Context: an optimization exercise on an open-source flow, tuned for small area. The choices shown serve that exercise and are no tape-out recipe.
In this exercise RTL edits were held to simulation tests only and were not proved equivalent to the original.
Power is estimated from default activity; no workload was simulated.

==> module fetch_unit, before the edit <==
module fetch_unit #(
    parameter int                          BUF_DEPTH      = 8,
    parameter int                          DECODE_CREDITS = 4,
    parameter logic [fetch_pkg::xlen-1:0]  RESET_PC       = '0
) (
    input  logic                       clock,
    input  logic                       reset,
    input  fetch_pkg::redirect_t       resolved_branch,
    input  fetch_pkg::redirect_t       predicted_branch,
    input  fetch_pkg::icache_rsp_t     icache_rsp,
    input  logic                       credit_return,
    output logic                       icache_req,
    output logic [fetch_pkg::xlen-1:0] icache_addr,
    output fetch_pkg::fetch_packet_t   issue_packet
);
    localparam int xlen  = fetch_pkg::xlen;
    localparam int idx_w = $clog2(BUF_DEPTH);
    localparam int crd_w = $clog2(DECODE_CREDITS + 1);
    logic [xlen-1:0]  inst_q [0:BUF_DEPTH-1];
    logic [xlen-1:0]  pc_q   [0:BUF_DEPTH-1];
    logic [BUF_DEPTH:0] occ;
    logic             busy;
    logic             held;
    logic [crd_w-1:0] credits;
    logic             issue_valid;
    logic             flush;
    logic             fetch_start;
    logic [xlen-1:0]  start_pc;
    logic             push;
    logic             pop;
    logic             live;
    logic             empty;
    logic [xlen-1:0]  word;
    logic [xlen-1:0]  out_pc;
    assign flush = resolved_branch.req;
    assign fetch_start = !reset && !busy && !occ[BUF_DEPTH];
    always_comb begin
        if (resolved_branch.req) begin
            start_pc = resolved_branch.pc;
        end else if (held) begin
            start_pc = pc_q[0];
        end else if (predicted_branch.req) begin
            start_pc = predicted_branch.pc;
        end else begin
            start_pc = pc_q[0] + 32'd4;
        end
    end
    assign icache_req  = fetch_start;
    assign icache_addr = {start_pc[xlen-1:3], 3'b000};
    always_ff @(posedge clock) begin
        if (reset) begin
            busy <= 1'b0;
            held <= 1'b1;
        end else begin
            if (fetch_start) begin
                busy <= 1'b1;
                held <= 1'b0;
            end else begin
                if (icache_rsp.valid) busy <= 1'b0;
                if (resolved_branch.req) held <= 1'b1;
            end
        end
    end
    assign push = busy && icache_rsp.valid && !held && !resolved_branch.req;
    assign word = pc_q[0][2] ? icache_rsp.data[2*xlen-1:xlen] : icache_rsp.data[xlen-1:0];
    always_ff @(posedge clock) begin
        if (reset) begin
            pc_q[0] <= RESET_PC;
        end else if (fetch_start || resolved_branch.req) begin
            pc_q[0] <= start_pc;
        end
    end
    always_ff @(posedge clock) begin
        if (push) begin
            inst_q[0] <= word;
        end
    end
    always_ff @(posedge clock) begin
        if (fetch_start) begin
            for (int k = 1; k < BUF_DEPTH; k++) begin
                pc_q[k]   <= pc_q[k-1];
                inst_q[k] <= inst_q[k-1];
            end
        end
    end
    assign live  = busy && !held;
    assign empty = occ[0] || (occ[1] && live);
    assign pop   = !empty && (credits != '0) && !flush;
    always_ff @(posedge clock) begin
        if (reset) begin
            occ <= (BUF_DEPTH+1)'(1);
        end else if (flush) begin
            occ <= fetch_start ? (BUF_DEPTH+1)'(2) : (BUF_DEPTH+1)'(1);
        end else if (fetch_start && !pop) begin
            occ <= {occ[BUF_DEPTH-1:0], 1'b0};
        end else if (pop && !fetch_start) begin
            occ <= {1'b0, occ[BUF_DEPTH:1]};
        end
    end
    always_ff @(posedge clock) begin
        if (reset) begin
            credits <= crd_w'(DECODE_CREDITS);
        end else begin
            case ({pop, credit_return})
                2'b10:   credits <= credits - 1'b1;
                2'b01:   credits <= credits + 1'b1;
                default: credits <= credits;
            endcase
        end
    end
    always_ff @(posedge clock) begin
        if (reset) begin
            issue_valid <= 1'b0;
        end else begin
            issue_valid <= pop;
        end
    end
    logic [xlen-1:0] out_inst;
    always_comb begin
        out_pc   = '0;
        out_inst = '0;
        for (int k = 0; k < BUF_DEPTH; k++) begin
            out_pc   = out_pc   | (pc_q[k]   & {xlen{occ[k]}});
            out_inst = out_inst | (inst_q[k] & {xlen{occ[k]}});
        end
    end
    always_comb begin
        issue_packet.inst  = out_inst;
        issue_packet.pc    = out_pc;
        issue_packet.npc   = out_pc + 32'd4;
        issue_packet.valid = issue_valid;
    end
endmodule
export LEC_CHECK = 0
export CAP_MARGIN = 0
export CORE_MARGIN = 2
export CORE_UTILIZATION = 60
export CTS_BUF_LIST = sky130_fd_sc_hd__clkbuf_16
export CTS_CLUSTER_DIAMETER = 120
export CTS_CLUSTER_SIZE = 28
export SLEW_MARGIN = 0
create_clock -name core_clock -period 6.0 [get_ports {clock}]
standard.sh (not shown) runs the stock make flow with config.mk's settings and CLKGATE_MAP_FILE= SYNTH_SCRIPT=/design/flow/synth_recipe.tcl, a recipe that flattens the netlist after the stock synthesis.
==> flow/flow/run.sh <==
#!/bin/bash
# Standard ORFS layout, with the port buffers made of the smallest buffer cell
# instead of the default pick. Every port still gets its own buffer.
set -euo pipefail
bash standard.sh "BUFFER_PORTS_ARGS=-buffer_cell sky130_fd_sc_hd__buf_1" finish > make_finish.log 2>&1
Edit:
--- a/flow/design.v
+++ b/flow/design.v
@@ -39,34 +39,31 @@
     logic [xlen-1:0]  inst_q [0:BUF_DEPTH-1];
     logic [xlen-1:0]  pc_q   [0:BUF_DEPTH-1];
     logic [BUF_DEPTH:0] occ;
     logic             busy;
     logic             held;
-    logic [crd_w-1:0] credits;
+    logic [crd_w-1:0] used;
     logic             issue_valid;
     logic             flush;
     logic             fetch_start;
     logic [xlen-1:0]  start_pc;
-    logic             push;
     logic             pop;
     logic             live;
     logic             empty;
     logic [xlen-1:0]  word;
     logic [xlen-1:0]  out_pc;
     assign flush = resolved_branch.req;
     assign fetch_start = !reset && !busy && !occ[BUF_DEPTH];
-    always_comb begin
-        if (resolved_branch.req) begin
-            start_pc = resolved_branch.pc;
-        end else if (held) begin
-            start_pc = pc_q[0];
-        end else if (predicted_branch.req) begin
-            start_pc = predicted_branch.pc;
-        end else begin
-            start_pc = pc_q[0] + 32'd4;
-        end
-    end
+    logic [xlen-1:0] seq_pc;
+    assign seq_pc = {pc_q[0][xlen-1:2] + (xlen-2)'(!held), pc_q[0][1:0]};
+    logic sel_res, sel_pred, sel_seq;
+    assign sel_res  = resolved_branch.req;
+    assign sel_pred = !resolved_branch.req && predicted_branch.req && !held;
+    assign sel_seq  = !resolved_branch.req && !(predicted_branch.req && !held);
+    assign start_pc = (resolved_branch.pc & {xlen{sel_res}})
+                    | (predicted_branch.pc & {xlen{sel_pred}})
+                    | (seq_pc & {xlen{sel_seq}});
     assign icache_req  = fetch_start;
     assign icache_addr = {start_pc[xlen-1:3], 3'b000};
     always_ff @(posedge clock) begin
         if (reset) begin
             busy <= 1'b0;
@@ -79,21 +76,18 @@
                 if (icache_rsp.valid) busy <= 1'b0;
                 if (resolved_branch.req) held <= 1'b1;
             end
         end
     end
-    assign push = busy && icache_rsp.valid && !held && !resolved_branch.req;
     assign word = pc_q[0][2] ? icache_rsp.data[2*xlen-1:xlen] : icache_rsp.data[xlen-1:0];
     always_ff @(posedge clock) begin
-        if (reset) begin
-            pc_q[0] <= RESET_PC;
-        end else if (fetch_start || resolved_branch.req) begin
-            pc_q[0] <= start_pc;
+        if (reset || fetch_start || resolved_branch.req) begin
+            pc_q[0] <= reset ? RESET_PC : start_pc;
         end
     end
     always_ff @(posedge clock) begin
-        if (push) begin
+        if (icache_rsp.valid) begin
             inst_q[0] <= word;
         end
     end
     always_ff @(posedge clock) begin
         if (fetch_start) begin
@@ -103,11 +97,11 @@
             end
         end
     end
     assign live  = busy && !held;
     assign empty = occ[0] || (occ[1] && live);
-    assign pop   = !empty && (credits != '0) && !flush;
+    assign pop   = !empty && !used[crd_w-1] && !flush;
     always_ff @(posedge clock) begin
         if (reset) begin
             occ <= (BUF_DEPTH+1)'(1);
         end else if (flush) begin
             occ <= fetch_start ? (BUF_DEPTH+1)'(2) : (BUF_DEPTH+1)'(1);
@@ -117,16 +111,16 @@
             occ <= {1'b0, occ[BUF_DEPTH:1]};
         end
     end
     always_ff @(posedge clock) begin
         if (reset) begin
-            credits <= crd_w'(DECODE_CREDITS);
+            used <= '0;
         end else begin
             case ({pop, credit_return})
-                2'b10:   credits <= credits - 1'b1;
-                2'b01:   credits <= credits + 1'b1;
-                default: credits <= credits;
+                2'b10:   used <= used + 1'b1;
+                2'b01:   used <= used - 1'b1;
+                default: used <= used;
             endcase
         end
     end
     always_ff @(posedge clock) begin
         if (reset) begin
Effect: The changed run ran to the end with no violations; synthesized area fell by 1.3%; cell area fell by 1.3%; count of clock-buffer cells in the layout drops by 1; cell count fell by 4.6%; clock skew hardly moves; total power barely changes; maximum frequency goes down by 4.6%.

-- separate check: timing with driven ports --
In the flow no input, the clock included, has a driving cell. The finished layouts below were timed again as built, in two steps. Step 1 (the two cells are an assumption about what drives the block):
set clk [get_ports {clock}]
set_driving_cell -lib_cell sky130_fd_sc_hd__clkbuf_16 $clk
set_driving_cell -lib_cell sky130_fd_sc_hd__buf_2 [delete_from_list [all_inputs] $clk]
Step 2 adds t to the input delays and takes it off the output delays; t is the mean of the earliest and latest rising clock arrival at the registers after step 1. Input paths then give back, and output paths get back, about the clock's delay inside the block. Three values: ideal, step 1, step 2; two values: the first two.
run	shift t [ns]	setup slack, ns	worst setup path at the end	latest minus earliest clock arrival (ns)	worst slew at a driven data input, ns
the first run	0.603	1.018 / 0.961 / 1.410	input to output	0.015 / 0.016	0.07
the second run	0.615	0.776 / 0.719 / 1.335	register to output	0.018 / 0.019	0.06
After both steps setup and hold are still met in every run listed.
